Context: an optimization exercise on an open-source flow, tuned for small area, a short achievable clock period and few clock cycles per item. The choices shown serve that exercise and are no tape-out recipe. No activity file was given, so power comes from the tool's default toggle rates.

==> flow/design.v <==
`default_nettype none
package prefix_data_pkg;
	typedef logic signed [8-1:0] lane_t;
	typedef lane_t [8-1:0] block_t;
endpackage
`default_nettype wire
`default_nettype none
package prefix_ctrl_pkg;
	typedef logic [32-1:0] tag_t;
endpackage
`default_nettype wire
`timescale 1ns/10ps
`default_nettype none
module pipe_control (
	input wire logic clk,
	input wire logic reset,
	input wire logic valid_in,
	input wire logic ready_in,
	input wire prefix_ctrl_pkg::tag_t tag_in,
	output logic enable,
	output logic ready_out,
	output logic busy,
	output logic valid_out,
	output prefix_ctrl_pkg::tag_t tag_out
);
	logic valid_q;
	prefix_ctrl_pkg::tag_t tag_q;
	assign enable = ready_in;
	assign ready_out = ready_in;
	always_ff @(posedge clk or posedge reset) begin
		if (reset) begin
			valid_q <= 1'b0;
		end else if (enable) begin
			valid_q <= valid_in;
		end
	end
	always_ff @(posedge clk) begin
		if (enable) begin
			tag_q <= tag_in;
		end
	end
	assign busy = valid_q;
	assign valid_out = valid_q;
	assign tag_out = tag_q;
endmodule
`default_nettype wire
`timescale 1ns/10ps
`default_nettype none
module prefix_layer #(
	parameter int SPAN = 1
) (
	input wire prefix_data_pkg::block_t sums_in,
	output prefix_data_pkg::block_t sums_out
);
	localparam int W = 8;
	logic [8*W-1:0] flat_in;
	logic [8*W-1:0] flat_next;
	assign flat_in = sums_in;
	for (genvar i = 0; i < 8; i++) begin : g_lane
		if ((i & SPAN) != 0) begin : g_add
			localparam int SRC = (i / (2 * SPAN)) * (2 * SPAN) + SPAN - 1;
			assign flat_next[i*W +: W] = flat_in[i*W +: W] + flat_in[SRC*W +: W];
		end else begin : g_pass
			assign flat_next[i*W +: W] = flat_in[i*W +: W];
		end
	end
	assign sums_out = flat_next;
endmodule
`default_nettype wire
`timescale 1ns/10ps
`default_nettype none
module prefix_network (
	input wire logic clk,
	input wire logic enable,
	input wire prefix_data_pkg::block_t data_in,
	output prefix_data_pkg::block_t sums
);
	prefix_data_pkg::block_t layer_sums [0:3];
	prefix_data_pkg::block_t layer_in [0:3-1];
	prefix_data_pkg::block_t held;
	assign layer_sums[0] = data_in;
	for (genvar l = 0; l < 3; l++) begin : g_layer
		if (l == 3) begin : g_after_reg
			assign layer_in[l] = held;
		end else begin : g_chain
			assign layer_in[l] = layer_sums[l];
		end
		prefix_layer #(
			.SPAN(1 << l)
		) u_layer (
			.sums_in(layer_in[l]),
			.sums_out(layer_sums[l+1])
		);
	end
	always_ff @(posedge clk) begin
		if (enable) begin
			held <= layer_sums[3];
		end
	end
	if (3 == 3) begin : g_out_reg
		assign sums = held;
	end else begin : g_out_comb
		assign sums = layer_sums[3];
	end
endmodule
`default_nettype wire
`timescale 1ns/10ps
`default_nettype none
module prefix_adder_top (
	input wire logic clk,
	input wire logic reset,
	input wire logic valid_in,
	input wire logic ready_in,
	input wire prefix_ctrl_pkg::tag_t tag_in,
	input wire prefix_data_pkg::block_t data_in,
	output logic busy,
	output logic ready_out,
	output logic valid_out,
	output prefix_ctrl_pkg::tag_t tag_out,
	output prefix_data_pkg::block_t data_out
);
	logic enable;
	pipe_control u_control (
		.clk(clk),
		.reset(reset),
		.valid_in(valid_in),
		.ready_in(ready_in),
		.tag_in(tag_in),
		.enable(enable),
		.ready_out(ready_out),
		.busy(busy),
		.valid_out(valid_out),
		.tag_out(tag_out)
	);
	prefix_network u_network (
		.clk(clk),
		.enable(enable),
		.data_in(data_in),
		.sums(data_out)
	);
endmodule
`default_nettype wire
clock: 4.0 ns
lec_check: 0
abc_clock_period_in_ps: 1500
cap_margin: 20
core_margin: 2
core_utilization: 40
setup_slack_margin: 2.0
slew_margin: 20
run.sh (not shown) runs the stock make flow with config.mk's settings and CLKGATE_MAP_FILE= SYNTH_SCRIPT=/design/flow/synth_recipe.tcl, a recipe that flattens the netlist after the stock synthesis.
The starting point completed, yet does not pass: negative setup slack.
Rerun with:
- ABC_CLOCK_PERIOD_IN_PS: 1500 -> default
- SETUP_SLACK_MARGIN: 2.0 -> default
Result: The new run finished but failed the layout checks on negative setup slack; register-to-register slack is about the same; via count fell by 2.2%; global-route usage went down by 0.63 points; setup slack is better by 36 ps; power drops by 6.2%; wire length shrinks by 5.5%; clock power went down by 7.2%.
Function was not checked in any run of this note: the RTL went through the layout flow alone.

[afterwards: timing with drivers on the ports]
No port has a modelled driver above. Below, the same layouts with a new extraction and two added sets of constraints. Step 1 (the two cells are an assumption about what drives the block):
set clk [get_ports {clk}]
set_driving_cell -lib_cell sky130_fd_sc_hd__clkbuf_16 $clk
set_driving_cell -lib_cell sky130_fd_sc_hd__buf_2 [delete_from_list [all_inputs] $clk]
Step 2 times the ports against the registers' clock, not the clock port: input delays grow and output delays shrink by t, the midpoint of the rising clock arrivals with the driver on. Three values: no drivers, after step 1, after step 2; two values: the first two.
run | t (ns) | slack for setup (ns) | worst setup path after step 2 | clock arrival spread, ns | cell pins on the clock port's net
the first run | 0.389 | -1.052 / -1.061 / -1.450 | input to register | 0.014 / 0.014 | 1
the second run | 0.392 | -1.016 / -1.037 / -1.429 | input to register | 0.010 / 0.010 | 1
For the second run, which loses most, drivers alone change the setup slack by -0.021 ns; drivers and shift together by -0.413 ns.
